Source: an optimization exercise on an open RTL-to-GDS flow (aim: small area and a short achievable clock period). Production flows keep margins and buffers that such runs may drop. At most, simulation tests tie the RTL to the original design; equivalence was not proved. The RTL of runs 1 to 3 was laid out without a check of its function. Power is estimated from default activity; no workload was simulated.

`flow/design.v`:
```
module router_nport #(
    parameter int NPORT  = 8,
    parameter int ADDR_W = $clog2(NPORT)
) (
    input  logic             clk,
    input  logic             reset_n,
    input  logic [NPORT-1:0] din,
    input  logic [NPORT-1:0] frame_n,
    input  logic [NPORT-1:0] valid_n,
    output logic [NPORT-1:0] busy_n,
    output logic [NPORT-1:0] dout,
    output logic [NPORT-1:0] valido_n,
    output logic [NPORT-1:0] frameo_n
);
    localparam int N = 8;
    localparam int W = 3;
    logic [1:0]   r_phn   [N];    
    logic [N-1:0] r_arb;
    logic [W-1:0] r_addr  [N];
    logic [N-1:0] r_ov;
    logic [W-1:0] r_ptr   [N];
    logic [N-1:0] r_dout, r_valido, r_frameo;
    logic [N-1:0] w_arb;
    logic [N-1:0] w_req   [N];    
    logic [N-1:0] w_st    [N];    
    logic [N-1:0] w_gnt   [N];    
    logic [N-1:0] w_granted;
    logic [W-1:0] w_pnext [N];
    logic [N-1:0] w_any;
    logic [N-1:0] w_dsel, w_vsel, w_fsel;
    assign w_arb = r_arb;
    always_comb begin
        for (int d = 0; d < N; d++)
            for (int i = 0; i < N; i++) begin
                w_req[d][i] = w_arb[i] && (r_addr[i] == d);
                w_st[d][i]  = (r_ptr[d] == i);
            end
    end
    always_comb begin
        w_granted = '0;
        for (int d = 0; d < N; d++) begin
            logic [N-1:0] tok, above;
            logic         wrap;
            above[0] = w_st[d][0];
            for (int i = 1; i < N; i++) above[i] = above[i-1] || w_st[d][i];
            wrap   = (w_req[d] & above) == '0;
            tok[0] = w_st[d][0] || wrap;
            for (int i = 1; i < N; i++) tok[i] = w_st[d][i] || (tok[i-1] && !w_req[d][i-1]);
            w_gnt[d] = w_req[d] & tok & {N{!r_ov[d]}};
            w_any[d] = (w_req[d] != '0);
            w_pnext[d] = '0;    
            for (int i = 0; i < N; i++)
                if (w_gnt[d][i]) w_pnext[d] = w_pnext[d] | W'((i + 1) % N);
            w_granted = w_granted | w_gnt[d];
        end
    end
    always_comb begin
        for (int d = 0; d < N; d++) begin
            w_dsel[d] = 1'b0;
            w_vsel[d] = 1'b0;
            w_fsel[d] = 1'b0;
            for (int i = 0; i < N; i++) begin
                w_dsel[d] = w_dsel[d] | (w_st[d][(i + 1) % N] & din[i]);
                w_vsel[d] = w_vsel[d] | (w_st[d][(i + 1) % N] & valid_n[i]);
                w_fsel[d] = w_fsel[d] | (w_st[d][(i + 1) % N] & frame_n[i]);
            end
        end
    end
    always_ff @(posedge clk or negedge reset_n) begin
        if (!reset_n) begin
            r_arb <= '0;
            for (int i = 0; i < N; i++) r_phn[i] <= 2'd0;
        end else begin
            for (int i = 0; i < N; i++) begin
                if (w_arb[i]) begin
                    if (w_granted[i]) r_arb[i] <= 1'b0;
                end else begin
                    r_phn[i] <= frame_n[i] ? 2'd3 :
                                {r_phn[i][1] & r_phn[i][0], r_phn[i][1] & !r_phn[i][0]};
                    if (r_phn[i] == 2'd1 && !frame_n[i]) r_arb[i] <= 1'b1;
                end
            end
        end
    end
    always_ff @(posedge clk) begin
        for (int i = 0; i < N; i++)
            if (!r_arb[i]) r_addr[i] <= {din[i], r_addr[i][W-1:1]};
    end
    always_ff @(posedge clk or negedge reset_n) begin
        if (!reset_n) begin
            r_ov       <= '0;
            r_dout     <= '0;
            r_valido   <= '0;
            r_frameo   <= '0;
            for (int d = 0; d < N; d++) r_ptr[d] <= '0;
        end else begin
            for (int d = 0; d < N; d++) begin
                if (r_ov[d]) begin
                    r_dout[d]     <= !w_vsel[d] && w_dsel[d];
                    r_valido[d]   <= !w_vsel[d];
                    r_frameo[d]   <= !w_fsel[d];
                    r_ov[d]       <= !w_fsel[d];
                end else begin
                    r_dout[d]     <= 1'b0;
                    r_valido[d]   <= 1'b0;
                    r_frameo[d]   <= 1'b0;
                    if (w_any[d]) begin
                        r_ov[d]  <= 1'b1;
                        r_ptr[d] <= w_pnext[d];
                    end
                end
            end
        end
    end
    assign busy_n   = ~r_arb;
    assign dout     = r_dout;
    assign valido_n = ~r_valido;
    assign frameo_n = ~r_frameo;
endmodule
```
`flow/flow/run.sh`:
```
#!/bin/bash
# Own layout flow:
#  1. the standard synthesis (standard.sh synth);
#  2. the gates between the flip-flops re-mapped with an area-oriented ABC
#     script (flow/resynth.sh, flow/abc.script); flip-flops untouched;
#  3. the standard layout from that netlist, with small port buffers and
#     repair_timing aiming for a larger setup margin (the SDC is unchanged).
set -euo pipefail
work=$(pwd)
res=$work/orfs/results/sky130hd/router_nport/base
logs=$work/orfs/logs/sky130hd/router_nport/base
obj=$work/orfs/objects/sky130hd/router_nport/base
bash standard.sh synth > synth.log 2>&1
bash flow/resynth.sh "$res" "$logs" "$obj" "$work/flow/abc.script" > resynth_run.log 2>&1
mv "$res/1_2_yosys_new.v" "$res/1_2_yosys.v"
rm -f "$res/1_synth.odb" "$res/1_synth.sdc"
export BUFFER_PORTS_ARGS="-buffer_cell sky130_fd_sc_hd__buf_2"
export SETUP_SLACK_MARGIN=7
bash standard.sh finish > layout.log 2>&1
```
`flow/flow/abc.script`:
```
&get -n
&st
&dch
&nf -R 1000
&put
topo
stime -c
```
`flow/flow/resynth.sh`:
```
#!/bin/bash
# Re-map the combinational logic of the standard synthesis netlist with a
# different ABC script. Flip-flops are kept as they are (same instances,
# names and cell types); only the gates between them are rebuilt.
# usage: resynth.sh RESULTS_DIR LOG_DIR OBJECTS_DIR ABC_SCRIPT
set -euo pipefail
res=$1; logs=$2; obj=$3; scr=$4
lib=$FLOW_HOME/platforms/sky130hd/lib/sky130_fd_sc_hd__tt_025C_1v80.lib
yosys_bin=$(command -v yosys || echo "$FLOW_HOME/../tools/install/yosys/bin/yosys")

# every -dont_use argument of the standard synthesis' abc call
dont_use=$(grep -m1 '^abc ' "$logs/1_2_yosys.log" | grep -o -- '-dont_use [^ ]*' | tr '\n' ' ')
cp "$res/1_2_yosys.v" "$res/1_2_yosys_std.v"
cat > resynth.ys <<Y
read_liberty -overwrite -ignore_miss_func -setattr liberty_cell $lib
read_verilog $res/1_2_yosys_std.v
hierarchy -top $FLOW_TOP
setattr -mod -set keep_hierarchy 1 sky130_fd_sc_hd__df*
setattr -mod -set keep_hierarchy 1 sky130_fd_sc_hd__edf*
setattr -mod -set keep_hierarchy 1 sky130_fd_sc_hd__conb*
flatten
opt_clean
techmap
opt -fast
abc -script $scr -liberty $lib $dont_use -constr $obj/abc.constr
opt_clean -purge
hilomap -singleton -hicell sky130_fd_sc_hd__conb_1 HI -locell sky130_fd_sc_hd__conb_1 LO
splitnets
opt_clean -purge
stat -liberty $lib
select $FLOW_TOP
write_verilog -noattr -noexpr -nohex -nodec -selected $res/1_2_yosys_new.v
Y
"$yosys_bin" -l resynth.log resynth.ys > /dev/null
```
`flow/standard.sh`:
```
#!/bin/bash
# synth_recipe.tcl (not shown) runs the flow's synth.tcl, then flattens the netlist and writes it again
# the make line also repeats each setting of config.mk as NAME=value (left out here)
make -C /OpenROAD-flow-scripts/flow DESIGN_CONFIG=/design/flow/config.mk WORK_HOME=/design/flow/orfs CLKGATE_MAP_FILE= SYNTH_SCRIPT=/design/flow/synth_recipe.tcl "${@:-finish}"
```
`flow/config.mk`:
```
export PLATFORM = sky130hd
export DESIGN_NAME = router_nport
export DESIGN_NICKNAME = router_nport
export VERILOG_FILES = /design/flow/design.v
export SDC_FILE = /design/flow/constraint.sdc
export NUM_CORES = 4
export LEC_CHECK = 0
export ABC_AREA = 1
export CAP_MARGIN = 20
export CORE_MARGIN = 2
export CORE_UTILIZATION = 30
export PLACE_DENSITY = 0.45
export SLEW_MARGIN = 20
```
`flow/constraint.sdc`:
```
create_clock -name core_clock -period 10.0 [get_ports {clk}]
set_input_delay 2.0000 -clock core_clock [delete_from_list [all_inputs] [get_ports {clk}]]
set_output_delay 2.0000 -clock core_clock [all_outputs]
set_load 0.01 [all_outputs]
```
==> results of run 1 <==
registers in the layout, indices dropped and copies added, names as in the netlist:
signal	cells
r_phn	16
r_frameo	8
r_addr	24
r_arb	8
r_valido	8
r_ptr	24
r_ov	8
r_dout	8
layout make-up:
class                      count  area, sq um  area share [%]
sequential                   104         2750            26.2
clock buffer                  13          250            2.38
multi-input combinational    753         5370            51.1
timing repair buffer         199         1490            14.2
tap                          319          399            3.80
clock inverter                 3         18.8           0.179
inverter                      47          215            2.05
power by group through the flow:
stage	Sequential, uW	Combinational [uW]	Clock, uW
after floorplan	873	930	0
after global placement	968	1310	0
after detailed placement	962	1290	0
after CTS	926	1640	357
after global routing	967	2270	373
final	940	2120	352
timing repair:
| action | in CTS | in global routing |
|---|---|---|
| setup buffers | 66 | 75 |
| pin swaps | 38 | 74 |
| endpoints found under the setup margin | 39 | 42 |
| resized for setup | 141 | 182 |
layer usage:
layer  part of all wire [%]  wire length, um  up-vias  GRT usage [%]
met5                      0                0        -              0
met4                    6.5             2340        0           14.7
met3                     11             3970      136           6.52
met2                     43            15700      537           42.2
met1                     39            14200     4241           37.9
li1                       -                -     3850              -
path summary, 6_finish.rpt:
kind                                    startpoint                 endpoint  cells past startpoint
setup / recovery            r_addr[4][0]$_DFFE_PN_       r_arb[7]$_DFF_PN0_                     20
hold / removal             r_phn[0][1]$_DFFE_PN0N_       r_arb[0]$_DFF_PN0_                      1
setup reg to reg            r_addr[4][0]$_DFFE_PN_       r_arb[7]$_DFF_PN0_                     20
hold reg to reg            r_phn[0][1]$_DFFE_PN0N_       r_arb[0]$_DFF_PN0_                      1
max in group asynchronous                  reset_n  r_ptr[3][1]$_DFFE_PN0P_                      2
min in group asynchronous                  reset_n    r_valido[5]$_DFF_PN0_                      1
worst max-delay path, cell delays in order (launching register included):
cell and delay, ps:
edfxtp_1 500, nor2_2 120, and3_4 240, a221oi_4 310, a21oi_2 100, nor2_1 110
nor2_1 50, nor2_1 100, nor2_1 70, inv_2 80, a21oi_2 50, a31oi_1 160
nor2_1 80, nor2_1 120, nor2_1 70, nor2_1 150, nor2_2 80, buf_12 140
a2111oi_4 470, nor3_2 100, a22o_1 210
stage by stage:
step	util [%]	area, sq um	power (uW)
finish	45.0	10500	3410
global placement	33.8	7890	2280
global route	45.0	10500	3610
floorplan	-	7190	1800
detailed placement	33.8	7890	2250
CTS	39.4	9190	2920
==> reports/qor.txt, run 1 <==
Syn. warnings: 8
Highest-count cells in the layout ignoring fill and taps: 123 x buf_4, 119 x nand2_1, 108 x nor2_1
Largest net degree at the start of global routing: 42
Setup Skew: 10.0 ps
Cell Area, Synth: 0.00711 sq mm
Final setup TNS: 0 ps
# fillers: 2313
Drt first pass iters: 6
DRT iter0 DRCs: 1151
Worst Setup Path Type: reg2reg
HPWL after DPL: 24100 um
Max Fclk: 292 MHz
Global route overflow: 0
Tightest Pin Transition: 921 ps
Type of the worst min-delay path: reg2reg
Pre-CTS setup slack: 6100 ps
Clock Power Share: 10.3%
Worst hold slack: 493 ps
Initial antenna violation count: 0
Comb power frac: 62.2%
Die height: 158 um
Flop pwr share: 27.5%
CTS Hold Bufs: 0
Relative slew slack: 38.1%
Fin. Hold Viols: 0
Max_cap viols: 0
First-pass GRT wire length: 50900 um
Synthesis-to-finish area growth: 47.7%
Minimum clock period: 3430 ps
Worst EP arrival: 3680 ps
NetSw: 1640 uW
Latest clock arrival within the worst-skew pair: 370 ps
TritonCTS clock tree: done
Layout cells sized above 1: 39.8%
Core box area: 0.0233 sq mm
GPL Wtd Cong: 1.01
CTS H-tree lvls: 3
Clock sink total: 104
Cells after synthesis: 904
Sw Ratio: 48.2%
Vias in the first global route: 7771
Min setup slack post-route: 6570 ps
Tot GR Track Use: 28.2%
Critical path fanouts, max: 5
Post-synth net total: 930
Routed WL: 36200 um
Clock buffer depth: 2
Root Driver: clkbuf_16
Total CTS buffers: 9
Drt drc: 0
Starting Density: 30.5%
Status: complete, no violations
Synthesized area per cell: 7.86 sq um
DP Cell Count: 1281
CTS clk-pin slew, worst paths: 80 ps
Die X: 158 um
Final setup violation count: 0
CP endpoint kind: flop
Final ANT Viol Nets: 0
Vias per cell: 6.09
RSZ-0062 raised after global routing: yes
Antenna Cells: 0
P_leak: 0.00415 uW
Startpoint types: flop
Nets: 1140
Most common cell after layout, fill and taps aside: buf_4
Via Count: 8764
# rows: 56
I/O Pins: 58
Die area: 0.0249 sq mm
Max VDD drop: 101 uV
Period utilization: 34.3%
Power per cell area: 325 mW/mm^2
R2r setup slk: 6570 ps
Worst EP required: 10260 ps
Int Pwr: 1770 uW
Slew Viols, Final: 0
Layout Cells excl Fill: 1438
Port Buffer Count: 57
WL/cell: 25.2 um
==> run 2, diff against run 1 <==
--- a/flow/flow/run.sh
+++ b/flow/flow/run.sh
@@ -15,5 +15,5 @@
 mv "$res/1_2_yosys_new.v" "$res/1_2_yosys.v"
 rm -f "$res/1_synth.odb" "$res/1_synth.sdc"
 export BUFFER_PORTS_ARGS="-buffer_cell sky130_fd_sc_hd__buf_2"
-export SETUP_SLACK_MARGIN=7
+export SETUP_SLACK_MARGIN=7.4
 bash standard.sh finish > layout.log 2>&1
==> run 2 against run 1 <==
  * First-iteration DRC count down 6.5%
  * Power up 4.6%
  * Register-to-register slack worse by 80 ps
  * Sequential share of layout area down 1.3 points
  * Hold slack worse by 17 ps
  * Via count up 2.2%
  * Global-route usage up 0.66 points
  * Synthesized cell count unchanged
  * Critical path depth down 1
  * Die area unchanged
==> reports/qor.txt, run 2 <==
Vias in the first global route: 7856
Worst setup path endpoint: r_arb[5]$_DFF_PN0_
First-pass GRT wire length: 52000 um
Clock sink total: 104
Final setup TNS: 0 ps
Period utilization: 35.0%
Type of the worst min-delay path: reg2reg
Max VDD drop: 98.5 uV
I/O Pins: 58
CTS clk-pin slew, worst paths: 80 ps
Via Count: 8953
Final ANT Viol Nets: 0
Critical path fanouts, max: 5
Routed WL: 37000 um
Core box area: 0.0233 sq mm
DRT iter0 DRCs: 1076
Antenna Cells: 0
Port Buffer Count: 57
Power per cell area: 323 mW/mm^2
Die height: 158 um
HPWL after DPL: 24400 um
Top Registers: r_addr: 24 flops, r_ptr: 24 flops, r_phn: 16 flops
Tot GR Track Use: 28.9%
Layout cells sized above 1: 43.5%
Starting Density: 30.5%
Post-DP Area: 0.00799 sq mm
Critical path startpoint: r_addr[5][1]$_DFFE_PN_
Synthesized area per cell: 7.86 sq um
Syn. warnings: 8
RSZ-0062 raised after global routing: yes
Startpoint types: flop
Nets: 1161
Synthesis-to-finish area growth: 55.7%
Worst EP required: 10260 ps
Global route overflow: 0
Most common cell after layout, fill and taps aside: buf_4
R2R depth: 19
R2r setup slk: 6500 ps
Fin. Hold Viols: 0
Root Driver: clkbuf_16
Vias per cell: 6.14
P_leak: 0.00442 uW
# rows: 56
CTS H-tree lvls: 3
Drt first pass iters: 6
Cell Area, Synth: 0.00711 sq mm
Drt drc: 0
Max_cap viols: 0
Relative slew slack: 40.7%
WL/cell: 25.4 um
Slew Viols, Final: 0
Highest-count cells in the layout ignoring fill and taps: 141 x buf_4, 117 x nand2_1, 110 x nor2_1
TritonCTS clock tree: done
Worst Setup Path Type: reg2reg
GPL Wtd Cong: 0.994
Tightest Pin Transition: 883 ps
Die X: 158 um
# fillers: 2246
Post-synth net total: 930
CP endpoint kind: flop
Max Fclk: 285 MHz
Final setup violation count: 0
Die area: 0.0249 sq mm
Reg2Reg Capture Point: r_arb[5]$_DFF_PN0_
Crit Reg-Reg Startpoint: r_addr[5][1]$_DFFE_PN_
Minimum clock period: 3500 ps
Initial antenna violation count: 0
Cells after synthesis: 904
Worst EP arrival: 3770 ps
Setup Skew: 12.3 ps
Fin area: 0.0111 sq mm
Largest net degree at the start of global routing: 42
Total CTS buffers: 9
Latest clock arrival within the worst-skew pair: 370 ps
Clock buffer depth: 2
Status: complete, no violations
## run 2: cell types whose count changed in the layout (fill, tap and decap cells not counted), sizes merged
cell | before | now
buf | 199 | 219
bufbuf | 0 | 1
bufinv | 0 | 2
clkbuf | 13 | 9
clkinv | 38 | 28
inv | 10 | 22
## run 2: timing repair
action / 4_1_cts / 5_1_grt
gates resized for setup: 217 / 162
buffers inserted: 100 / 60
endpoints found under the setup margin: 127 / 91
hold buffers: 0 / 0
cloned: 2 / 0
pin swaps: 58 / 77
## run 2: final cells by class
class / count / area, sq um / share of cell area (%)
inverters: 47 / 226 / 2.05
repair buffers: 220 / 2000 / 18.1
flip-flops and latches: 104 / 2760 / 24.9
well taps: 319 / 399 / 3.61
clock inverters: 7 / 103 / 0.927
multi-input cells: 753 / 5350 / 48.4
clock buffers: 9 / 225 / 2.04
## run 2: report_power, final
part	internal (uW)	switching, uW	total, uW
clock	223	184	406
combinational	1030	1190	2220
sequential	648	294	942
total	1900	1670	3570
## run 2: worst max-delay path: stages, from the launching register on
cell and delay (ps):
edfxtp_1 480, buf_4 200, nand3_2 160, nand2_2 110, a2111oi_4 370, a21oi_2 110, a31oi_1 220, or2_1 160
a21oi_2 70, nor2_1 120, nor2_1 70, nor2_1 160, nor2_1 90, inv_2 80, a21oi_2 60, buf_4 160
or3_4 360, nand2_1 140, nor4_4 50, a31o_1 210
## run 2: worst min-delay path by stage
stage,from,end,cells past startpoint
finish,r_phn[3][1]$_DFFE_PN0N_,r_arb[3]$_DFF_PN0_,1
global route,r_phn[3][1]$_DFFE_PN0N_,r_arb[3]$_DFF_PN0_,1
CTS,r_phn[3][1]$_DFFE_PN0N_,r_arb[3]$_DFF_PN0_,1
detailed placement,r_phn[3][1]$_DFFE_PN0N_,r_arb[3]$_DFF_PN0_,1
global placement,r_phn[3][1]$_DFFE_PN0N_,r_arb[3]$_DFF_PN0_,1
floorplan,r_phn[2][1]$_DFFE_PN0N_,r_arb[2]$_DFF_PN0_,1
## run 2: routing by layer
layer | global-route usage (%) | wire [um]
met5 | 0 | 0
met3 | 8.08 | 4090
met2 | 42.3 | 15800
met4 | 13.8 | 2160
met1 | 39.0 | 14900
## run 2: metrics by stage
stage          setup slack, ps  instances  hold WS [ps]  util, %  power, uW
2_1_floorplan             6980        904           447        -       1830
3_3_place_gp              6050       1281           470     34.2       2320
3_5_place_dp              6130       1281           461     34.2       2290
4_1_cts                   6630       1399           476     42.6       3150
5_1_grt                   6390       1459           508     47.4       3780
6_report                  6500       1459           476     47.4       3570
==> run 3, diff against run 2 <==
--- a/flow/design.v
+++ b/flow/design.v
@@ -36,17 +36,21 @@
                 w_st[d][i]  = (r_ptr[d] == i);
             end
     end
+    function automatic logic [N-1:0] prefixOr(input logic [N-1:0] x);
+        logic [N-1:0] p1, p2, p4;
+        p1 = x  | {x[N-2:0], 1'b0};
+        p2 = p1 | {p1[N-3:0], 2'b0};
+        p4 = p2 | {p2[N-5:0], 4'b0};
+        prefixOr = {p4[N-2:0], 1'b0};
+    endfunction
     always_comb begin
         w_granted = '0;
         for (int d = 0; d < N; d++) begin
-            logic [N-1:0] tok, above;
-            logic         wrap;
-            above[0] = w_st[d][0];
-            for (int i = 1; i < N; i++) above[i] = above[i-1] || w_st[d][i];
-            wrap   = (w_req[d] & above) == '0;
-            tok[0] = w_st[d][0] || wrap;
-            for (int i = 1; i < N; i++) tok[i] = w_st[d][i] || (tok[i-1] && !w_req[d][i-1]);
-            w_gnt[d] = w_req[d] & tok & {N{!r_ov[d]}};
+            logic [N-1:0] above, hi, x;
+            above = prefixOr(w_st[d]) | w_st[d];    
+            hi    = w_req[d] & above;
+            x     = (hi != '0) ? hi : w_req[d];
+            w_gnt[d] = x & ~prefixOr(x) & {N{!r_ov[d]}};
             w_any[d] = (w_req[d] != '0);
             w_pnext[d] = '0;    
             for (int i = 0; i < N; i++)
--- a/flow/flow/run.sh
+++ b/flow/flow/run.sh
@@ -15,5 +15,5 @@
 mv "$res/1_2_yosys_new.v" "$res/1_2_yosys.v"
 rm -f "$res/1_synth.odb" "$res/1_synth.sdc"
 export BUFFER_PORTS_ARGS="-buffer_cell sky130_fd_sc_hd__buf_2"
-export SETUP_SLACK_MARGIN=7.4
+export SETUP_SLACK_MARGIN=7.1
 bash standard.sh finish > layout.log 2>&1
==> flow/flow/abc.script (replaced) <==
&get -n
&st
&dch
&nf -R 1000
&put
buffer -c
topo
upsize -c
dnsize -c
==> run 3 against run 2 <==
  * Via count shrank 3.0%
  * First-iteration DRC count shrank 0.19%
  * Clock power shrank 4%
  * Sequential cell count is the same
  * Fmax grew 14%
  * Die area grew 7.0%
  * Sequential share of layout area grew 3.6 points
  * Sequential power grew 7%
  * Critical path type is now reg2out
==> reports/qor.txt, run 3 <==
Status: complete, no violations
Slowest stage delay, CP: 440 ps
Tot GR Track Use: 26.9%
Minimum clock period: 3070 ps
RSZ-0062 raised after global routing: yes
CTS Hold Bufs: 0
Vias per cell: 6.14
Layout cells sized above 1: 28.8%
Layout Utilization: 38.6%
Sw Ratio: 49.5%
Most Frequent Cell on Critical Path: buf_6
Fin. Hold Viols: 0
Relative slew slack: 36.8%
Final ANT Viol Nets: 0
Global route overflow: 0
Clock Power Share: 12.3%
Layout Cells excl Fill: 1414
Global-route met1 utilization: 37.0%
# rows: 58
Critical path fanouts, max: 4
Period utilization: 30.7%
Critical path buffers and inverters: 3
Die X: 163 um
Routed WL: 36100 um
Post-synth net total: 1021
Worst EP arrival: 1070 ps
CTS H-tree lvls: 3
Crit path cell chain: buf_6 -> inv_4 -> buf_6
CP endpoint kind: primary output
Latest clock arrival within the worst-skew pair: 370 ps
Max Fclk: 325 MHz
Vias in the first global route: 8075
Comb power frac: 55.8%
First-pass GRT wire length: 52400 um
Top Registers: r_addr: 24 flops, r_ptr: 24 flops, r_phn: 16 flops
Starting Density: 30.4%
Largest net degree at the start of global routing: 58
CTS clk-pin slew, worst paths: 80 ps
Max VDD drop: 92.7 uV
GPL Wtd Cong: 0.987
R2r setup slk: 6980 ps
GRT busiest layer: met2
Total CTS buffers: 9
Synthesized area per cell: 7.65 sq um
Final setup TNS: 0 ps
DRT iter0 DRCs: 1074
Slew Viols, Final: 0
Drt drc: 0
Global-route track usage on met2: 41.0%
P_leak: 0.00391 uW
Core box area: 0.0250 sq mm
Flop pwr share: 31.8%
Clock sink total: 104
Worst hold slack: 489 ps
Worst Setup Path Type: reg2out
Synthesis-to-finish area growth: 26.8%
Most common cell after layout, fill and taps aside: nand2_1
Highest-count cells in the layout ignoring fill and taps: 154 x nand2_1, 101 x nor2_1, 74 x buf_4
Drt first pass iters: 6
CP delay by family, top: flip-flops
Via Count: 8683
Root Driver: clkbuf_16
Syn. warnings: 8
Port Buffer Count: 57
Slowest cell on the critical path: dfrtp_2
Type of the worst min-delay path: reg2reg
NetSw: 1560 uW
Initial antenna violation count: 0
WL/cell: 25.5 um
Clock buffer depth: 2
Grt met3 use: 4.80%
Power per cell area: 327 mW/mm^2
Total Power: 3160 uW
Max_cap viols: 0
I/O Pins: 58
Nets: 1105
Cell Area, Synth: 0.00762 sq mm
Final setup violation count: 0
Startpoint types: flop
Tightest Pin Transition: 938 ps
TritonCTS clock tree: done
DP Cell Count: 1324
Setup Skew: 13.1 ps
Int Pwr: 1590 uW
HPWL after DPL: 27300 um
Die area: 0.0267 sq mm
Antenna Cells: 0
Die height: 163 um
Worst EP required: 8000 ps
Cells after synthesis: 995
## run 3: power by group through the flow
stage / Clock, uW / Sequential, uW / Combinational [uW]
after floorplan: 0 / 767 / 1070
after global placement: 0 / 991 / 1330
after detailed placement: 0 / 988 / 1310
after CTS: 397 / 977 / 1540
after global routing: 412 / 1040 / 1900
final: 389 / 1010 / 1760
## run 3: final cells by class
class	count	area, sq um
Inverter	43	179
Clock buffer	12	256
Multi-Input combinational cell	789	5050
Fill cell	2589	15400
Sequential cell	104	2750
Tap cell	330	413
Clock inverter	4	53.8
Timing Repair Buffer	132	958
## run 3: worst reg2reg max path: cells and delay by family, from the launching register on
kind                   cells  cell delay [ps]
and+or+nand+nor            8             1960
AOI/OAI and AO/OA          2              330
buffers and inverters      2              200
DFF                        1              440
## run 3: routing by layer
layer	share of wire (%)	wire, um	vias to the layer above
li1	-	-	3838
met3	8.8	3190	97
met2	44	16000	477
met4	4.6	1660	0
met5	0	0	-
met1	42	15200	4271
## run 3: metrics by stage
| stage | instance area [sq um] | setup slack (ps) |
|---|---|---|
| finish | 9660 | 6930 |
| global route | 9660 | 6890 |
| CTS | 9050 | 6950 |
| detailed placement | 8090 | 6580 |
| global placement | 8090 | 6490 |
| floorplan | 7710 | 7010 |
## run 3: repair_timing
action                                  in CTS  in global routing
endpoints found under the setup margin      60                 65
buffers inserted                            41                 33
pin swaps                                    7                 17
resized for setup                           94                100
## run 3: path summary, 6_finish.rpt
path,from,endpoint,cells after the start
max,r_arb[5]$_DFF_PN0_,busy_n[5],3
min,r_addr[1][2]$_DFFE_PN_,r_addr[1][1]$_DFFE_PN_,0
max reg2reg,r_arb[2]$_DFF_PN0_,r_arb[5]$_DFF_PN0_,12
min reg2reg,r_addr[1][2]$_DFFE_PN_,r_addr[1][1]$_DFFE_PN_,0
max in group asynchronous,reset_n,r_ptr[3][2]$_DFFE_PN0P_,2
min in group asynchronous,reset_n,r_valido[5]$_DFF_PN0_,1
==> run 4, diff against run 3 <==
--- a/flow/design.v
+++ b/flow/design.v
@@ -14,9 +14,9 @@
 );
     localparam int N = 8;
     localparam int W = 3;
-    logic [1:0]   r_phn   [N];    
-    logic [N-1:0] r_arb;
-    logic [W-1:0] r_addr  [N];
+    logic [W:0]   r_sr    [N];
+    logic [N-1:0] w_inArb;
+    logic [W-1:0] w_addr  [N];
     logic [N-1:0] r_ov;
     logic [W-1:0] r_ptr   [N];
     logic [N-1:0] r_dout, r_valido, r_frameo;
@@ -28,11 +28,17 @@
     logic [W-1:0] w_pnext [N];
     logic [N-1:0] w_any;
     logic [N-1:0] w_dsel, w_vsel, w_fsel;
-    assign w_arb = r_arb;
+    always_comb begin
+        for (int i = 0; i < N; i++) begin
+            w_inArb[i]  = r_sr[i][0];
+            w_addr[i] = r_sr[i][W:1];
+        end
+    end
+    assign w_arb = w_inArb;
     always_comb begin
         for (int d = 0; d < N; d++)
             for (int i = 0; i < N; i++) begin
-                w_req[d][i] = w_arb[i] && (r_addr[i] == d);
+                w_req[d][i] = w_arb[i] && (w_addr[i] == d);
                 w_st[d][i]  = (r_ptr[d] == i);
             end
     end
@@ -72,23 +78,18 @@
     end
     always_ff @(posedge clk or negedge reset_n) begin
         if (!reset_n) begin
-            r_arb <= '0;
-            for (int i = 0; i < N; i++) r_phn[i] <= 2'd0;
+            for (int i = 0; i < N; i++) r_sr[i] <= '0;
         end else begin
             for (int i = 0; i < N; i++) begin
-                if (w_arb[i]) begin
-                    if (w_granted[i]) r_arb[i] <= 1'b0;
-                end else begin
-                    r_phn[i] <= frame_n[i] ? 2'd3 :
-                                {r_phn[i][1] & r_phn[i][0], r_phn[i][1] & !r_phn[i][0]};
-                    if (r_phn[i] == 2'd1 && !frame_n[i]) r_arb[i] <= 1'b1;
+                if (r_sr[i][0]) begin
+                    if (w_granted[i]) r_sr[i] <= '0;           
+                end else if (frame_n[i]) begin
+                    r_sr[i] <= 4'b1000;                        
+                end else if (r_sr[i] != '0) begin
+                    r_sr[i] <= {din[i], r_sr[i][W:1]};         
                 end
             end
         end
-    end
-    always_ff @(posedge clk) begin
-        for (int i = 0; i < N; i++)
-            if (!r_arb[i]) r_addr[i] <= {din[i], r_addr[i][W-1:1]};
     end
     always_ff @(posedge clk or negedge reset_n) begin
         if (!reset_n) begin
@@ -116,7 +117,7 @@
             end
         end
     end
-    assign busy_n   = ~r_arb;
+    assign busy_n   = ~w_inArb;
     assign dout     = r_dout;
     assign valido_n = ~r_valido;
     assign frameo_n = ~r_frameo;
--- a/flow/flow/run.sh
+++ b/flow/flow/run.sh
@@ -15,5 +15,5 @@
 mv "$res/1_2_yosys_new.v" "$res/1_2_yosys.v"
 rm -f "$res/1_synth.odb" "$res/1_synth.sdc"
 export BUFFER_PORTS_ARGS="-buffer_cell sky130_fd_sc_hd__buf_2"
-export SETUP_SLACK_MARGIN=7.1
+export SETUP_SLACK_MARGIN=7.0
 bash standard.sh finish > layout.log 2>&1
==> flow/flow/abc.script (replaced) <==
&get -n
&st
&dch
&nf -R 1000
&put
topo
stime -c
==> run 4 against run 3 <==
  * Still clean on timing, DRC and antenna
  * Sequential power down 19%
  * Sequential cell count down 16
  * Synthesized area down 10%
  * First-iteration DRC count down 6.1%
  * Critical path depth up 10
  * Via count up 2.7%
  * Hold slack better by 76 ps
  * Final area up 2.9%
  * Routed wire length down 1.7%
  * Final cell count up 1.6%
  * Fmax down 4.7%
  * Worst setup slack worse by 150 ps
  * Critical path type is now reg2reg
  * Critical endpoint is now r_sr[6][2]$_DFFE_PN0P_
==> reports/qor.txt, run 4 <==
Status: complete, no violations
DRT met1 WL: 14300 um
Drt first pass iters: 6
Critical path fanouts, max: 7
Nets: 1173
Slowest stage delay, CP: 640 ps
Die X: 155 um
Min setup slack post-route: 6770 ps
CP delay by family, top: simple AND/OR/NAND/NOR gates
CTS Hold Bufs: 0
Final setup violation count: 0
Tightest Pin Transition: 747 ps
Global route overflow: 0
Port Buffer Count: 57
Setup Skew: 9.55 ps
HPWL after DPL: 23900 um
Max VDD drop: 110 uV
Flip-flop count of the largest register after layout: 32
Relative slew slack: 50.1%
Slew Viols, Final: 0
Pre-CTS setup slack: 6310 ps
Synthesized area per cell: 7.29 sq um
Cells after synthesis: 938
Final setup TNS: 0 ps
Type of the worst min-delay path: reg2reg
Initial antenna violation count: 0
Max_cap viols: 0
I/O Pins: 58
Die area: 0.0240 sq mm
Core box area: 0.0225 sq mm
Via Count: 8915
DR top layer: met4
Antenna Cells: 0
# rows: 55
Worst EP arrival: 3480 ps
Total CTS buffers: 9
Worst EP required: 10250 ps
TritonCTS clock tree: done
Drt drc: 0
Slowest cell on the critical path: or4_1
Latest clock arrival within the worst-skew pair: 370 ps
Root Driver: clkbuf_16
Starting Density: 30.4%
GPL Wtd Cong: 1.00
Worst Hold Launch: r_sr[0][3]$_DFFE_PN0P_
Max Fclk: 310 MHz
Crit Reg-Reg Startpoint: r_sr[0][1]$_DFFE_PN0P_
Met3 wire len: 3920 um
Die height: 155 um
Layout cells sized above 1: 37.4%
Minimum clock period: 3230 ps
Startpoint types: flop
# fillers: 2260
Largest Register: r_sr
Crit path cell chain: clkinv_2 -> nand2_1 -> nor2_1 -> nand2_1 -> nor4bb_4 -> buf_4 -> o21a_4 -> nor2_1 -> nand4_1 -> or4_1 -> nand3_1 -> nor2_4 -> a22o_1
Top Registers: r_sr: 32 flops, r_ptr: 24 flops
Final ANT Viol Nets: 0
Period utilization: 32.3%
Most common cell after layout, fill and taps aside: nand2_1
Tot GR Track Use: 28.9%
CTS H-tree lvls: 3
Fin. Hold Viols: 0
Syn. warnings: 8
Critical path buffers and inverters: 2
Clock buffer depth: 2
First-pass GRT wire length: 51700 um
CP endpoint kind: flop
Highest-count cells in the layout ignoring fill and taps: 138 x nand2_1, 130 x buf_4, 102 x nor2_1
Largest net degree at the start of global routing: 50
Met2 wire length: 15700 um
Clock sink total: 88
Cell Area, Synth: 0.00684 sq mm
WL/cell: 24.7 um
Vias in the first global route: 8193
Worst Setup Path Type: reg2reg
Critical path startpoint: r_sr[0][1]$_DFFE_PN0P_
RSZ-0062 raised after global routing: yes
Power per cell area: 314 mW/mm^2
CTS clk-pin slew, worst paths: 70 ps
DRT iter0 DRCs: 1009
P_leak: 0.00422 uW
Synthesis-to-finish area growth: 45.3%
Vias per cell: 6.21
Routed WL: 35500 um
Post-synth net total: 964
run 4: cell type report:
type / instances / area (sq um) / share of cell area (%)
multi-input cells: 802 / 5350 / 53.8
flip-flops and latches: 88 / 2270 / 22.8
repair buffers: 198 / 1460 / 14.7
well taps: 285 / 357 / 3.59
clock buffers: 9 / 225 / 2.27
inverters: 48 / 210 / 2.12
clock inverters: 6 / 67.6 / 0.680
run 4: final timing paths:
check | end | slack [ps] | depth (start not counted)
min reg2reg | r_sr[0][2]$_DFFE_PN0P_ | 560 | 2
min | r_sr[0][2]$_DFFE_PN0P_ | 560 | 2
max in group asynchronous | r_sr[3][1]$_DFFE_PN0P_ | 7290 | 2
max | r_sr[6][2]$_DFFE_PN0P_ | 6770 | 13
min in group asynchronous | r_frameo[1]$_DFF_PN0_ | 1620 | 1
max reg2reg | r_sr[6][2]$_DFFE_PN0P_ | 6770 | 13
run 4: metrics by stage:
stage,cells,area (sq um),power [uW],utilization (%),hold slack (ps)
after floorplan,938,6890,1590,-,500
after global placement,1281,7540,2040,33.5,549
after detailed placement,1281,7540,2020,33.5,537
after CTS,1398,9260,2830,41.2,571
after global routing,1436,9940,3310,44.2,589
final,1436,9940,3120,44.2,564
run 4: power breakdown:
part           total, uW  internal, uW  switching, uW
Clock                361           194            167
Sequential           818           525            293
Combinational       1940           869           1070
Total               3120          1590           1530
run 4: worst reg2reg max path: stages (launching register included):
cell      delay, ps
dfrtp_2         420
clkinv_2        120
nand2_1          90
nor2_1          430
nand2_1         120
nor4bb_4        210
buf_4           160
o21a_4          210
nor2_1          120
nand4_1         130
or4_1           640
nand3_1         170
nor2_4           70
a22o_1          230
run 4: metal layers:
layer,vias to the layer above,global-route usage (%)
li1,3980,-
met2,496,44.7
met3,108,8.22
met1,4331,37.6
met5,-,0
met4,0,12.6
run 4: repair_timing:
action,in CTS,in global routing
gates resized for setup,201,110
setup endpoints to repair,57,51
setup buffers,102,38
pin swaps,37,37
==> run 5, diff against run 4 <==
==> flow/flow/abc.script (replaced) <==
strash
dch
map -D 2000
topo
buffer -c
upsize -c
dnsize -c
==> run 5 against run 4 <==
  * Still clean on timing, DRC and antenna
  * Sequential cell count unchanged
  * Routed wire length increased by 4.4%
  * Hold slack got worse by 13 ps
  * Final cell count increased by 5.6%
  * Synthesized area increased by 6.5%
  * Global-route usage decreased by 0.63 points
  * Fmax increased by 5.3%
  * Register-to-register slack improved by 210 ps
  * Clock-buffer cell count unchanged
  * Power decreased by 4.1%
  * Final area decreased by 4.6%
  * Critical path type is now reg2out
  * Largest cell class unchanged
  * Largest power group unchanged
==> reports/qor.txt, run 5 <==
Status: complete, no violations
Type of the worst min-delay path: reg2reg
Relative slew slack: 33.1%
I/O Pins: 58
Critical path startpoint: r_sr[4][0]$_DFF_PN0_
WL/cell: 24.4 um
Final setup TNS: 0 ps
Max VDD drop: 118 uV
Worst Hold Launch: r_sr[1][0]$_DFF_PN0_
Total CTS buffers: 9
Clock buffer depth: 2
GPL Wtd Cong: 1.05
Top Registers: r_sr: 32 flops, r_ptr: 24 flops
Startpoint types: flop
Via Count: 8880
Power per cell area: 315 mW/mm^2
Drt drc: 0
NetSw: 1610 uW
Worst EP required: 8000 ps
Slowest stage delay, CP: 410 ps
Cells after synthesis: 1090
Clock sink total: 88
CTS Hold Bufs: 0
# fillers: 2575
Critical path buffers and inverters: 3
CP delay by family, top: flip-flops
Syn. warnings: 8
CP endpoint kind: primary output
RSZ-0062 raised after global routing: yes
Fin area: 0.00948 sq mm
Most Frequent Cell on Critical Path: buf_6
Die area: 0.0255 sq mm
Root Driver: clkbuf_16
R2R depth: 15
Latest clock arrival within the worst-skew pair: 360 ps
Critical path fanouts, max: 4
Reg2Reg Capture Point: r_sr[6][1]$_DFFE_PN0P_
Cell Area, Synth: 0.00728 sq mm
Tightest Pin Transition: 990 ps
Layout Cells excl Fill: 1517
Tot GR Track Use: 28.2%
Starting Density: 30.2%
Die X: 160 um
Slew Viols, Final: 0
TritonCTS clock tree: done
Antenna Cells: 0
Max Fclk: 326 MHz
Sw Ratio: 53.8%
Comb power frac: 62.3%
Period utilization: 30.6%
Largest net degree at the start of global routing: 47
R2r setup slk: 6980 ps
Initial antenna violation count: 1
Setup Skew: 13.1 ps
Int Pwr: 1380 uW
Hold path endpoint: r_sr[1][3]$_DFFE_PN0P_
Flop pwr share: 25.0%
Minimum clock period: 3060 ps
Vias per cell: 5.85
Global route overflow: 0
Crit Reg-Reg Startpoint: r_sr[3][1]$_DFFE_PN0P_
P_leak: 0.00418 uW
Synthesis-to-finish area growth: 30.2%
CTS clk-pin slew, worst paths: 70 ps
Worst EP arrival: 1060 ps
Port Buffer Count: 57
Total Power: 2990 uW
Die height: 160 um
CTS H-tree lvls: 3
Drt first pass iters: 6
Worst hold stages: 1
HPWL after DPL: 29600 um
Crit path cell chain: inv_2 -> buf_6 -> buf_6
Final ANT Viol Nets: 0
Post-DP Area: 0.00792 sq mm
Clock Power Share: 12.7%
First-pass GRT wire length: 53500 um
Worst Setup Path Type: reg2out
Highest-count cells in the layout ignoring fill and taps: 156 x inv_1, 138 x nor2_1, 127 x nand2_1
Layout Utilization: 39.3%
Vias in the first global route: 8118
DRT iter0 DRCs: 1061
Synthesized area per cell: 6.68 sq um
Nets: 1214
Max_cap viols: 0
# rows: 57
Post-synth net total: 1116
Flip-flop count of the largest register after layout: 32
Most common cell after layout, fill and taps aside: inv_1
DP Cell Count: 1453
Fin. Hold Viols: 0
Core box area: 0.0241 sq mm
Layout cells sized above 1: 28.8%
Routed WL: 37100 um
Final setup violation count: 0
Largest Register: r_sr
Slowest cell on the critical path: dfrtp_1
==> run 5: timing repair <==
item / 4_1_cts / 5_1_grt
endpoints found under the setup margin: 50 / 49
setup buffers: 21 / 27
pin swaps: 10 / 34
resized for setup: 68 / 139
endpoints found under the hold margin: 0 / 0
==> run 5: power by group through the flow <==
stage	Sequential, uW	Combinational [uW]	Clock, uW
global placement	718	1530	0
floorplan	630	1110	0
finish	747	1860	381
detailed placement	709	1490	0
global route	768	2020	405
CTS	714	1610	388
==> run 5: cell type report <==
cell class                 count  area, sq um  area share (%)
clock buffer                   9          225            2.38
clock inverter                 7         95.1            1.00
inverter                     210          817            8.62
multi-input combinational    773         4960            52.3
sequential                    88         2220            23.4
tap                          324          405            4.28
timing repair buffer         106          752            7.93
==> run 5: worst max-delay path by stage <==
stage | slack (ps) | end | cells after the start
finish | 6940 | busy_n[4] | 3
global route | 6850 | r_sr[7][2]$_DFFE_PN0P_ | 18
CTS | 6940 | r_sr[2][0]$_DFF_PN0_ | 11
detailed placement | 6430 | r_ov[5]$_DFF_PN0_ | 7
global placement | 6400 | r_ov[0]$_DFF_PN0_ | 7
floorplan | 6980 | r_dout[7]$_DFF_PN0_ | 5
==> run 5: metrics by stage <==
stage / setup WS, ps / hold WS [ps]
after floorplan: 6980 / 465
after global routing: 6850 / 574
final: 6940 / 551
after global placement: 6400 / 491
after detailed placement: 6430 / 490
after CTS: 6940 / 519
==> run 5: per-layer routing <==
layer	global-route usage, %	part of all wire [%]	up-vias
met3	4.62	8.1	98
met4	12.1	4.6	0
li1	-	-	4008
met2	44.0	45	476
met1	38.7	43	4298
met5	0	0	-
==> run 6, diff against run 5 <==
==> flow/flow/abc.script (replaced) <==
strash
dch
map -D 2000 -a
topo
buffer -c
upsize -c
dnsize -c
==> run 6 against run 5 <==
  * Via count up 0.93%
  * Synthesized area rose by 1.3%
  * Routed wire length grew 0.38%
  * Sequential power shrank 2%
  * Die area up 1.3%
  * Critical endpoint is now r_sr[6][3]$_DFFE_PN0P_
==> reports/qor.txt, run 6 <==
Setup Skew: 6.52 ps
Crit path cell chain: inv_2 -> nor2_4 -> inv_4 -> nor3_4 -> inv_2 -> o2111ai_2 -> nor2_4 -> o21ai_2 -> inv_1 -> nor2_2 -> inv_2 -> nor2_4 -> nand3b_4 -> inv_4 -> o2111ai_4 -> inv_4 -> nor3_4 -> nand3_2 -> nor2_2 -> nor2_2 -> o22ai_1
GPL Wtd Cong: 0.999
Slowest stage delay, CP: 380 ps
Die height: 161 um
RSZ-0062 raised after global routing: yes
Highest-count cells in the layout ignoring fill and taps: 187 x inv_1, 147 x nor2_1, 125 x nand2_1
Starting Density: 30.4%
Flip-flop count of the largest register after layout: 32
Clock sink total: 88
Drt drc: 0
DRT iter0 DRCs: 1018
Drt first pass iters: 6
Status: complete, no violations
Largest Register: r_sr
Die area: 0.0259 sq mm
Via Count: 8963
Layout cells sized above 1: 29.4%
CP endpoint kind: flop
Final setup TNS: 0 ps
Total Power: 3020 uW
CTS H-tree lvls: 3
Global route overflow: 0
HPWL after DPL: 29400 um
Max Fclk: 324 MHz
CTS Hold Bufs: 0
Post-synth net total: 1159
Power per cell area: 312 mW/mm^2
Die X: 161 um
Most common cell after layout, fill and taps aside: inv_1
Worst EP required: 10230 ps
Initial antenna violation count: 1
Final setup violation count: 0
Port Buffer Count: 57
WL/cell: 23.8 um
Nets: 1258
Latest clock arrival within the worst-skew pair: 360 ps
Antenna Cells: 0
Synthesis-to-finish area growth: 31.4%
Total CTS buffers: 9
# fillers: 2570
Vias in the first global route: 8123
Critical path fanouts, max: 7
Period utilization: 30.9%
Syn. warnings: 8
Minimum clock period: 3090 ps
Worst EP arrival: 3320 ps
I/O Pins: 58
Vias per cell: 5.74
Slew Viols, Final: 0
Max VDD drop: 122 uV
Worst Setup Path Type: reg2reg
Storage element area: 0.00223 sq mm
Slowest cell on the critical path: dfrtp_1
Top Registers: r_sr: 32 flops, r_ptr: 24 flops
Type of the worst min-delay path: reg2reg
Root Driver: clkbuf_16
Fin. Hold Viols: 0
Final ANT Viol Nets: 0
Max_cap viols: 0
Largest net degree at the start of global routing: 54
Tot GR Track Use: 28.0%
First-pass GRT wire length: 53400 um
Area of the multi-input gates: 0.00501 sq mm
TritonCTS clock tree: done
CTS clk-pin slew, worst paths: 70 ps
Relative slew slack: 40.4%
Clock buffer depth: 2
Cell Area, Synth: 0.00738 sq mm
P_leak: 0.00431 uW
Cells after synthesis: 1133
Routed WL: 37200 um
Synthesized area per cell: 6.51 sq um
Core box area: 0.0242 sq mm
# rows: 57
Startpoint types: flop
Tightest Pin Transition: 882 ps
==> run 6: cell count changes in the layout (fill, tap and decap cells not counted), moves of 7 or more <==
cell	previous run	this run
nor2_1	138	147
nor3_2	10	21
inv_2	42	54
nand3_1	50	39
nor3_4	17	28
inv_1	156	187
nand2_2	15	6
o21ai_0	26	34
nand3_2	15	8
nor2_2	20	30
==> run 6: final timing paths <==
kind                                         from                       to  slack (ps)  cells after the start
max reg2reg                r_sr[4][3]$_DFFE_PN0P_   r_sr[6][3]$_DFFE_PN0P_        6910                     21
max in group asynchronous                 reset_n  r_ptr[0][2]$_DFFE_PN0P_        7180                      2
min in group asynchronous                 reset_n   r_sr[1][1]$_DFFE_PN0P_        1590                      1
max                        r_sr[4][3]$_DFFE_PN0P_   r_sr[6][3]$_DFFE_PN0P_        6910                     21
min                          r_sr[1][0]$_DFF_PN0_   r_sr[1][3]$_DFFE_PN0P_         490                      1
min reg2reg                  r_sr[1][0]$_DFF_PN0_   r_sr[1][3]$_DFFE_PN0P_         490                      1
==> run 6: cell type report <==
class / count / share of cell area, %
inverters: 259 / 10.5
clock buffers: 11 / 2.50
well taps: 324 / 4.18
clock inverters: 5 / 1.07
multi-input cells: 773 / 51.7
repair buffers: 101 / 7.09
flip-flops and latches: 88 / 23.0
==> run 6: repair_timing <==
| item | in CTS | in global routing |
|---|---|---|
| setup buffers | 10 | 32 |
| resized for setup | 58 | 185 |
| setup endpoints to repair | 52 | 58 |
| pin swaps | 8 | 39 |
==> run 6: per-stage QoR <==
| stage | instances | hold WS, ps | worst slack, ps | utilization [%] | instance area, sq um |
|---|---|---|---|---|---|
| after floorplan | 1133 | 464 | 6960 | - | 7400 |
| after global placement | 1503 | 475 | 6340 | 33.2 | 8050 |
| after detailed placement | 1503 | 481 | 6390 | 33.2 | 8050 |
| after CTS | 1529 | 492 | 6830 | 36.1 | 8740 |
| after global routing | 1561 | 504 | 6780 | 40.0 | 9690 |
| final | 1561 | 491 | 6910 | 40.0 | 9690 |
==> run 6: critical path, delay by kind of cell (launching register included) <==
kind / cells / cell delay, ps
simple gates: 10 / 1350
compound gates: 4 / 630
buf+inv: 7 / 570
flops: 1 / 380
==> run 6: where the power goes <==
group / internal (uW) / switching, uW / leakage [uW]
combinational: 618 / 1250 / 0.00304
sequential: 518 / 217 / 0.00110
clock: 252 / 163 / 0.000170
total: 1390 / 1630 / 0.00431
==> run 6: metal layers <==
| layer | track usage (%) | wire length (um) | up-vias |
|---|---|---|---|
| met2 | 43.1 | 16600 | 473 |
| met4 | 13.0 | 1690 | 2 |
| met1 | 37.5 | 15600 | 4320 |
| met5 | 0 | 15 | - |
| met3 | 6.43 | 3250 | 82 |
| li1 | - | - | 4086 |
==> run 7, diff against run 6 <==
==> flow/flow/run.sh (replaced) <==
#!/bin/bash
# Own layout flow: the standard synthesis and layout, with small port
# buffers and repair_timing aiming for a larger setup margin (the SDC is
# unchanged).
set -euo pipefail
bash standard.sh synth > synth.log 2>&1
export BUFFER_PORTS_ARGS="-buffer_cell sky130_fd_sc_hd__buf_2"
export SETUP_SLACK_MARGIN=7.3
bash standard.sh finish > layout.log 2>&1
removed: flow/flow/abc.script
removed: flow/flow/resynth.sh
==> run 7 against run 6 <==
  * Via count increased by 9.1%
  * Sequential power rose by 6.0%
  * Final cell count grew 15%
  * Sequential cell count unchanged
  * Final area up 11%
  * Worst setup slack better by 120 ps
  * Largest power group unchanged
  * Critical path type is now reg2out
==> reports/qor.txt, run 7 <==
Post-synth top flop: dfrtp_1
Power per cell area: 298 mW/mm^2
First-pass GRT wire length: 59100 um
Tightest Pin Transition: 1100 ps
Largest Register: r_sr
Met3 wire len: 2740 um
Worst hold slack: 558 ps
Starting Density: 30.3%
Fin. Hold Viols: 0
Hold path endpoint: r_sr[4][3]$_DFFE_PN0P_
Critical path fanouts, max: 2
Initial antenna violation count: 1
Final setup violation count: 0
Drt first pass iters: 5
Synthesized area per cell: 6.04 sq um
R2R depth: 16
Final ANT Viol Nets: 0
Minimum clock period: 2970 ps
DRT iter0 DRCs: 948
Post-synth net total: 1368
Cells after synthesis: 1342
Relative slew slack: 25.4%
Via Count: 9776
Post-synthesis simple-gate area fraction: 49.6%
# rows: 60
Routed WL: 40200 um
Nets: 1475
WL/cell: 22.4 um
Max VDD drop: 96.6 uV
Slew Viols, Final: 0
Max_cap viols: 0
P_leak: 0.00507 uW
Reg2Reg Capture Point: r_sr[3][3]$_DFFE_PN0P_
Cell Area, Synth: 0.00811 sq mm
Crit Reg-Reg Startpoint: r_ptr[2][1]$_DFFE_PN0P_
Top cell type's share of synthesized area: 27.2%
Clock sink total: 88
Highest-count cells in the layout ignoring fill and taps: 395 x nand2_1, 153 x inv_1, 134 x nor2_1
Tot GR Track Use: 28.2%
GPL Wtd Cong: 1.01
Worst EP arrival: 970 ps
Largest family of logic cells by synthesized area: simple AND/OR/NAND/NOR gates
Clock buffer depth: 2
RSZ-0062 raised after global routing: yes
Synth area leaders: dfrtp_1 27%, nand2_1 19%, inv_1 8.3%, nor2_1 8.2%, nand3_1 6.1%
Total CTS buffers: 9
Most common cell after layout, fill and taps aside: nand2_1
Worst Hold Launch: r_sr[4][0]$_DFF_PN0_
Largest net degree at the start of global routing: 52
I/O Pins: 58
Top Registers: r_sr: 32 flops, r_ptr: 24 flops
Global route overflow: 0
Die area: 0.0284 sq mm
Period utilization: 29.7%
Setup Skew: 7.74 ps
Max Fclk: 337 MHz
HPWL after DPL: 32500 um
Worst EP required: 8000 ps
Synth Area in Adders: 0%
Status: complete, no violations
Drt drc: 0
Die X: 168 um
Worst Setup Path Type: reg2out
XOR/XNOR Fraction of Synth Area: 0%
Vias per cell: 5.45
Die height: 168 um
Final setup TNS: 0 ps
Core box area: 0.0267 sq mm
Most frequent cell after synthesis: nand2_1
Latest clock arrival within the worst-skew pair: 360 ps
CTS clk-pin slew, worst paths: 70 ps
Antenna Cells: 0
Met2 wire length: 17600 um
Number of synthesized flops with an enable pin: 0
Post-synth top cells: 413 x nand2_1, 179 x inv_1, 178 x nor2_1, 99 x nand3_1, 88 x dfrtp_1
Synthesis-stage register bit count: 88
CP endpoint kind: primary output
Type of the worst min-delay path: reg2reg
Synthesis-to-finish area growth: 32.1%
Syn. warnings: 8
Root Driver: clkbuf_16
Layout cells sized above 1: 28.4%
DRT met1 WL: 18300 um
Total Power: 3190 uW
CTS H-tree lvls: 3
Worst hold stages: 3
Min setup slack post-route: 7030 ps
Mux contribution to synthesized area: 0%
Synth Area in Compound Gates: 12.7%
R2r setup slk: 7410 ps
Vias in the first global route: 9165
Post-synthesis cell type count: 46
Async SR Flop Fraction: 100%
TritonCTS clock tree: done
Register area share after synthesis: 27.2%
Synth area leader: dfrtp_1
Port Buffer Count: 57
Flip-flop count of the largest register after layout: 32
DR top layer: met4
CTS Hold Bufs: 0
Startpoint types: flop
Pre-CTS setup slack: 6530 ps
==> run 7: cell count changes in the layout (fill, tap and decap cells not counted), moves of 17 or more <==
cell | before | now
a21oi_1 | 50 | 33
nor3_2 | 21 | 4
nand2_1 | 125 | 395
a22oi_1 | 24 | 0
inv_2 | 54 | 25
nor3_4 | 28 | 0
buf_6 | 9 | 27
nand2_2 | 6 | 44
inv_1 | 187 | 153
buf_2 | 47 | 30
nand3_1 | 39 | 91
nor2_4 | 17 | 51
==> run 7: routing by layer <==
metal | vias to the layer above | GRT usage (%)
met5 | - | 0
met4 | 0 | 11.4
met3 | 70 | 4.30
met2 | 414 | 43.0
met1 | 4676 | 39.8
li1 | 4616 | -
==> run 7: area by class of cell <==
class                   count  area, sq um
clock buffers               9          225
inverters                 199          835
flip-flops and latches     88         2220
well taps                 341          427
clock inverters             7         96.3
fillers                  2937        16000
repair buffers            117          982
multi-input cells        1034         5920
==> run 7: stage by stage <==
stage,utilization (%),instances,cell area [sq um]
floorplan,-,1342,8300
global placement,33.1,1720,8860
detailed placement,33.1,1720,8860
CTS,37.3,1773,9980
global route,40.1,1795,10700
finish,40.1,1795,10700
==> run 7: worst max path at each step <==
stage / depth (start not counted) / endpoint / startpoint / slack [ps]
4_1_cts: 2 / busy_n[1] / r_sr[1][0]$_DFF_PN0_ / 7030
3_5_place_dp: 8 / r_dout[6]$_DFF_PN0_ / valid_n[0] / 6530
2_1_floorplan: 7 / r_dout[6]$_DFF_PN0_ / valid_n[0] / 7050
5_1_grt: 2 / frameo_n[3] / r_frameo[3]$_DFF_PN0_ / 7010
6_report: 2 / busy_n[1] / r_sr[1][0]$_DFF_PN0_ / 7030
3_3_place_gp: 5 / r_dout[1]$_DFF_PN0_ / din[3] / 6580
==> run 7: report_power, final <==
group          internal [uW]  switching, uW
sequential               518            261
combinational            697           1320
clock                    220            168
total                   1430           1750
==> run 7: critical path: stages (launching register included) <==
cell,delay [ps]
dfrtp_1,410
inv_2,100
buf_6,100
==> run 7: kinds of logic (layout without fill, tap and decap cells) <==
family,after synthesis,after routing
AOI/OAI and AO/OA,152,152
buffers and inverters,220,332
and+or+nand+nor,882,882
DFF,88,88
==> run 7: what timing repair did <==
action,CTS,global route
setup buffers,37,22
gates resized for setup,126,137
setup endpoints to repair,144,133
pin swaps,30,29
hold endpoints to repair,0,0
==> run 8, diff against run 7 <==
--- a/flow/flow/run.sh
+++ b/flow/flow/run.sh
@@ -5,5 +5,5 @@
 set -euo pipefail
 bash standard.sh synth > synth.log 2>&1
 export BUFFER_PORTS_ARGS="-buffer_cell sky130_fd_sc_hd__buf_2"
-export SETUP_SLACK_MARGIN=7.3
+export SETUP_SLACK_MARGIN=6.6
 bash standard.sh finish > layout.log 2>&1
==> run 8 against run 7 <==
  * Power down 12%
  * Final cell count down 3.3%
  * Largest power group unchanged
  * Largest cell class unchanged
  * Worst setup slack worse by 410 ps
  * Clock skew up 0.53 ps
  * Fmax down 12%
  * Sequential share of layout area up 3.6 points
  * Critical path depth up 3
  * Combinational power down 19%
  * Still clean on timing, DRC and antenna
==> reports/qor.txt, run 8 <==
Worst EP required: 10300 ps
Critical path fanouts, max: 8
Layout Cells excl Fill: 1736
Global route overflow: 0
DP Cell Count: 1720
TritonCTS clock tree: done
Layout cells sized above 1: 13.5%
Port Buffer Count: 57
Post-synth net total: 1368
GPL Wtd Cong: 1.02
Post-synth top flop: dfrtp_1
Tot GR Track Use: 28.0%
Final setup TNS: 0 ps
Via Count: 9448
Highest-count cells in the layout ignoring fill and taps: 413 x nand2_1, 179 x inv_1, 177 x nor2_1
Int Pwr: 1250 uW
Pre-CTS setup slack: 6160 ps
# rows: 60
Vias in the first global route: 8853
NetSw: 1550 uW
# fillers: 2997
Worst EP arrival: 3680 ps
Register area share after synthesis: 27.2%
Slew Viols, Final: 0
Total Power: 2800 uW
CTS clk-pin slew, worst paths: 70 ps
Minimum clock period: 3370 ps
Core box area: 0.0267 sq mm
Max VDD drop: 131 uV
Synthesized area per cell: 6.04 sq um
Drt first pass iters: 6
Root Driver: clkbuf_16
Post-synth top cells: 413 x nand2_1, 179 x inv_1, 178 x nor2_1, 99 x nand3_1, 88 x dfrtp_1
CTS H-tree lvls: 3
Fin. Hold Viols: 0
Top Registers: r_sr: 32 flops, r_ptr: 24 flops
Initial antenna violation count: 0
Synth area leader: dfrtp_1
Cell Area, Synth: 0.00811 sq mm
R2r setup slk: 6800 ps
Setup Skew: 8.26 ps
Die height: 168 um
First-pass GRT wire length: 58500 um
Largest Register: r_sr
Max_cap viols: 0
Number of synthesized flops with an enable pin: 0
Die area: 0.0284 sq mm
Most common cell after layout, fill and taps aside: nand2_1
Synthesis-to-finish area growth: 11.6%
Worst hold slack: 561 ps
Syn. warnings: 8
Synth area leaders: dfrtp_1 27%, nand2_1 19%, inv_1 8.3%, nor2_1 8.2%, nand3_1 6.1%
Top cell type's share of synthesized area: 27.2%
Async SR Flop Fraction: 100%
Startpoint types: primary input
Synthesis-stage register bit count: 88
Nets: 1416
RSZ-0062 raised after global routing: no
Sw Ratio: 55.5%
Tightest Pin Transition: 860 ps
Routed WL: 39400 um
Starting Density: 30.3%
HPWL after DPL: 32400 um
Clock sink total: 88
DRT iter0 DRCs: 1050
Largest net degree at the start of global routing: 46
CTS Hold Bufs: 0
CP endpoint kind: flop
Vias per cell: 5.44
Power per cell area: 309 mW/mm^2
Latest clock arrival within the worst-skew pair: 360 ps
Status: complete, no violations
WL/cell: 22.7 um
Clock Power Share: 14.1%
Clock buffer depth: 2
Final setup violation count: 0
Comb power frac: 58.3%
Total CTS buffers: 9
Max Fclk: 296 MHz
P_leak: 0.00463 uW
Cells after synthesis: 1342
Post-synthesis cell type count: 46
Antenna Cells: 0
I/O Pins: 58
Flip-flop count of the largest register after layout: 32
Most frequent cell after synthesis: nand2_1
Flop pwr share: 27.6%
Drt drc: 0
Worst Setup Path Type: in2reg
Relative slew slack: 42.2%
Period utilization: 33.7%
Final ANT Viol Nets: 0
Type of the worst min-delay path: reg2reg
Post-CTS Repair Setup Buffers: 0
Die X: 168 um
Min setup slack post-route: 6630 ps
[run 8: kinds of logic (layout without fill, tap and decap cells)]
logic type             count (synthesis)  after routing  synth area share [%]
AO/OA/AOI/OAI                        152            152                  12.7
flip-flops                            88             88                  27.2
AND/OR/NAND/NOR                      882            882                  49.6
buffers and inverters                220            273                  10.6
[run 8: timing repair]
action / in CTS / in global routing
endpoints found under the setup margin: 2 / 4
gates cloned: 0 / 0
resized for setup: 1 / 1
[run 8: critical path, cell delays in order]
cell and delay, ps:
buf_2 220, inv_1 240, o221ai_1 200, a2111oi_1 780, or2_2 230
[run 8: power groups by stage]
stage / Sequential (uW) / Clock [uW] / Combinational [uW]
after floorplan: 637 / 0 / 1220
final: 772 / 394 / 1630
after CTS: 764 / 405 / 1610
after global placement: 774 / 0 / 1620
after global routing: 800 / 412 / 1820
after detailed placement: 769 / 0 / 1600
[run 8: stage by stage]
stage	area (sq um)	utilization (%)
finish	9050	33.8
global route	9050	33.8
CTS	9040	33.8
detailed placement	8720	32.6
global placement	8720	32.6
floorplan	8110	-
[run 8: area by class of cell]
class	count	area [sq um]	area share, %
Clock buffer	12	246	2.72
Clock inverter	4	76.3	0.844
Inverter	199	747	8.26
Multi-Input combinational cell	1034	5050	55.9
Sequential cell	88	2200	24.3
Tap cell	341	427	4.72
Timing Repair Buffer	58	295	3.26
[run 8: metal layers]
layer | GRT usage [%] | part of all wire [%]
met1 | 38.8 | 45
met2 | 44.5 | 45
met3 | 4.44 | 7.1
met4 | 9.41 | 3.4
met5 | 0 | 0
[run 8: path summary, 6_finish.rpt]
| kind | start | endpoint | cells past startpoint |
|---|---|---|---|
| worst max-delay path | frame_n[7] | r_ov[3]$_DFF_PN0_ | 5 |
| worst min-delay path | r_sr[4][2]$_DFFE_PN0P_ | r_sr[4][2]$_DFFE_PN0P_ | 2 |
| worst max register to register | r_sr[3][0]$_DFF_PN0_ | r_sr[0][1]$_DFFE_PN0P_ | 12 |
| worst min register to register | r_sr[4][2]$_DFFE_PN0P_ | r_sr[4][2]$_DFFE_PN0P_ | 2 |
| max in group asynchronous | reset_n | r_frameo[4]$_DFF_PN0_ | 2 |
| min in group asynchronous | reset_n | r_ptr[6][0]$_DFFE_PN0P_ | 1 |
==> run 9, diff against run 8 <==
--- a/flow/flow/run.sh
+++ b/flow/flow/run.sh
@@ -5,5 +5,5 @@
 set -euo pipefail
 bash standard.sh synth > synth.log 2>&1
 export BUFFER_PORTS_ARGS="-buffer_cell sky130_fd_sc_hd__buf_2"
-export SETUP_SLACK_MARGIN=6.6
+export SETUP_SLACK_MARGIN=6.85
 bash standard.sh finish > layout.log 2>&1
==> run 9 against run 8 <==
  * Still clean
  * Final cell count is the same
  * Via count grew 0.23%
  * Non-clock buffer count is the same
  * Critical endpoint is now r_dout[0]$_DFF_PN0_
  * Sequential cell count is the same
  * Die area is the same
  * Highest routed layer unchanged
==> reports/qor.txt, run 9 <==
Cell Area, Synth: 0.00811 sq mm
Reg2Reg Capture Point: r_sr[5][3]$_DFFE_PN0P_
Vias in the first global route: 8852
TritonCTS clock tree: done
Starting Density: 30.3%
DRT met1 WL: 17900 um
Total Power: 2810 uW
Die X: 168 um
Post-synthesis cell type count: 46
Routed WL: 39600 um
Core box area: 0.0267 sq mm
Root Driver: clkbuf_16
Comb power frac: 58.4%
Tot GR Track Use: 28.0%
Global route overflow: 0
Critical path startpoint: din[6]
CTS H-tree lvls: 3
Synth Area in Compound Gates: 12.7%
Setup Skew: 8.57 ps
RSZ-0062 raised after global routing: no
XOR/XNOR Fraction of Synth Area: 0%
Relative slew slack: 47.0%
R2r setup slk: 7090 ps
# rows: 60
Slew Viols, Final: 0
NetSw: 1560 uW
Post-DP Area: 0.00872 sq mm
HPWL after DPL: 32400 um
Register area share after synthesis: 27.2%
Int Pwr: 1250 uW
Die height: 168 um
Worst EP arrival: 3370 ps
I/O Pins: 58
Post-synth top flop: dfrtp_1
Synthesis-to-finish area growth: 12.3%
Cells after synthesis: 1342
Sw Ratio: 55.4%
Power per cell area: 309 mW/mm^2
GPL Wtd Cong: 1.02
Largest family of logic cells by synthesized area: simple AND/OR/NAND/NOR gates
First-pass GRT wire length: 58400 um
Post-synth net total: 1368
Met3 wire len: 2740 um
Port Buffer Count: 57
Clock sink total: 88
Final setup TNS: 0 ps
Type of the worst min-delay path: reg2reg
P_leak: 0.00461 uW
Fin. Hold Viols: 0
Max_cap viols: 0
Number of synthesized flops with an enable pin: 0
Nets: 1416
Tightest Pin Transition: 785 ps
Flop pwr share: 27.5%
Synth area leader: dfrtp_1
Syn. warnings: 8
# fillers: 2995
Hold path endpoint: r_sr[4][1]$_DFFE_PN0P_
Pre-CTS setup slack: 6160 ps
Mux contribution to synthesized area: 0%
Max Fclk: 320 MHz
Initial antenna violation count: 0
Total CTS buffers: 9
Critical path fanouts, max: 7
R2R depth: 18
Min setup slack post-route: 6880 ps
Worst Setup Path Type: in2reg
Final ANT Viol Nets: 0
Flip-flop count of the largest register after layout: 32
Startpoint types: primary input
Minimum clock period: 3120 ps
Largest Register: r_sr
Max VDD drop: 132 uV
Vias per cell: 5.46
Synthesis-stage register bit count: 88
Status: complete, no violations
Fin area: 0.00910 sq mm
Top Registers: r_sr: 32 flops, r_ptr: 24 flops
CTS clk-pin slew, worst paths: 70 ps
Post-synth top cells: 413 x nand2_1, 179 x inv_1, 178 x nor2_1, 99 x nand3_1, 88 x dfrtp_1
Worst EP required: 10240 ps
Largest net degree at the start of global routing: 46
Area of the multi-input gates: 0.00509 sq mm
Worst Hold Launch: r_sr[4][1]$_DFFE_PN0P_
Layout cells sized above 1: 14.6%
Clock Power Share: 14.1%
Synthesized area per cell: 6.04 sq um
Period utilization: 31.2%
Synth Area in Adders: 0%
Die area: 0.0284 sq mm
CP endpoint kind: flop
Top cell type's share of synthesized area: 27.2%
Final setup violation count: 0
Highest-count cells in the layout ignoring fill and taps: 413 x nand2_1, 177 x nor2_1, 176 x inv_1
Met2 wire length: 17500 um
Layout Cells excl Fill: 1736
DP Cell Count: 1720
DRT iter0 DRCs: 1169
Async SR Flop Fraction: 100%
Drt first pass iters: 6
Post-synthesis simple-gate area fraction: 49.6%
Storage element area: 0.00221 sq mm
Synth area leaders: dfrtp_1 27%, nand2_1 19%, inv_1 8.3%, nor2_1 8.2%, nand3_1 6.1%
Latest clock arrival within the worst-skew pair: 360 ps
Most frequent cell after synthesis: nand2_1
WL/cell: 22.8 um
Clock buffer depth: 2
Antenna Cells: 0
Most common cell after layout, fill and taps aside: nand2_1
DR top layer: met4
Via Count: 9470
Drt drc: 0
Worst hold stages: 2
Crit Reg-Reg Startpoint: r_sr[3][3]$_DFFE_PN0P_
==> run 9: through the flow <==
| stage | util, % | hold slack (ps) |
|---|---|---|
| floorplan | - | 502 |
| global placement | 32.6 | 537 |
| detailed placement | 32.6 | 547 |
| CTS | 33.9 | 563 |
| global route | 34.0 | 598 |
| finish | 34.0 | 559 |
==> run 9: cells by family after synthesis <==
family / Yosys count
buffers and inverters: 220
DFF: 88
and+or+nand+nor: 882
AOI/OAI and AO/OA: 152
==> run 9: layout make-up <==
class / count / area share [%]
Multi-Input combinational cell: 1034 / 55.9
Sequential cell: 88 / 24.3
Inverter: 199 / 8.33
Tap cell: 341 / 4.69
Timing Repair Buffer: 58 / 3.24
Clock buffer: 12 / 2.71
Clock inverter: 4 / 0.839
==> run 9: worst max path at each step <==
stage          slack [ps]                  end
3_5_place_dp         6160    r_ov[3]$_DFF_PN0_
5_1_grt              6860  r_dout[2]$_DFF_PN0_
3_3_place_gp         6130    r_ov[3]$_DFF_PN0_
2_1_floorplan        7010    r_ov[5]$_DFF_PN0_
4_1_cts              6860  r_dout[6]$_DFF_PN0_
6_report             6880  r_dout[0]$_DFF_PN0_
==> run 9: power groups by stage <==
stage          logic, uW  registers, uW  clock network, uW
6_report            1640            775                395
5_1_grt             1830            802                413
4_1_cts             1610            765                405
3_5_place_dp        1600            769                  0
3_3_place_gp        1620            774                  0
2_1_floorplan       1220            637                  0
==> run 9: repair_timing <==
action                     4_1_cts  5_1_grt
hold buffers                     0        0
setup endpoints to repair        9       19
cloned                           0        0
setup buffers                    0        0
resized for setup                6       15
==> run 9: layer usage <==
| layer | vias to the layer above | track usage, % |
|---|---|---|
| met2 | 406 | 44.5 |
| li1 | 4482 | - |
| met1 | 4512 | 38.8 |
| met3 | 70 | 4.54 |
| met4 | 0 | 9.26 |
| met5 | - | 0 |
==> run 9: worst max-delay path, stage by stage <==
cell and delay [ps]:
buf_2 130, inv_1 340, o22ai_1 160, a2111oi_0 310
o21ai_0 230, nor3b_1 190
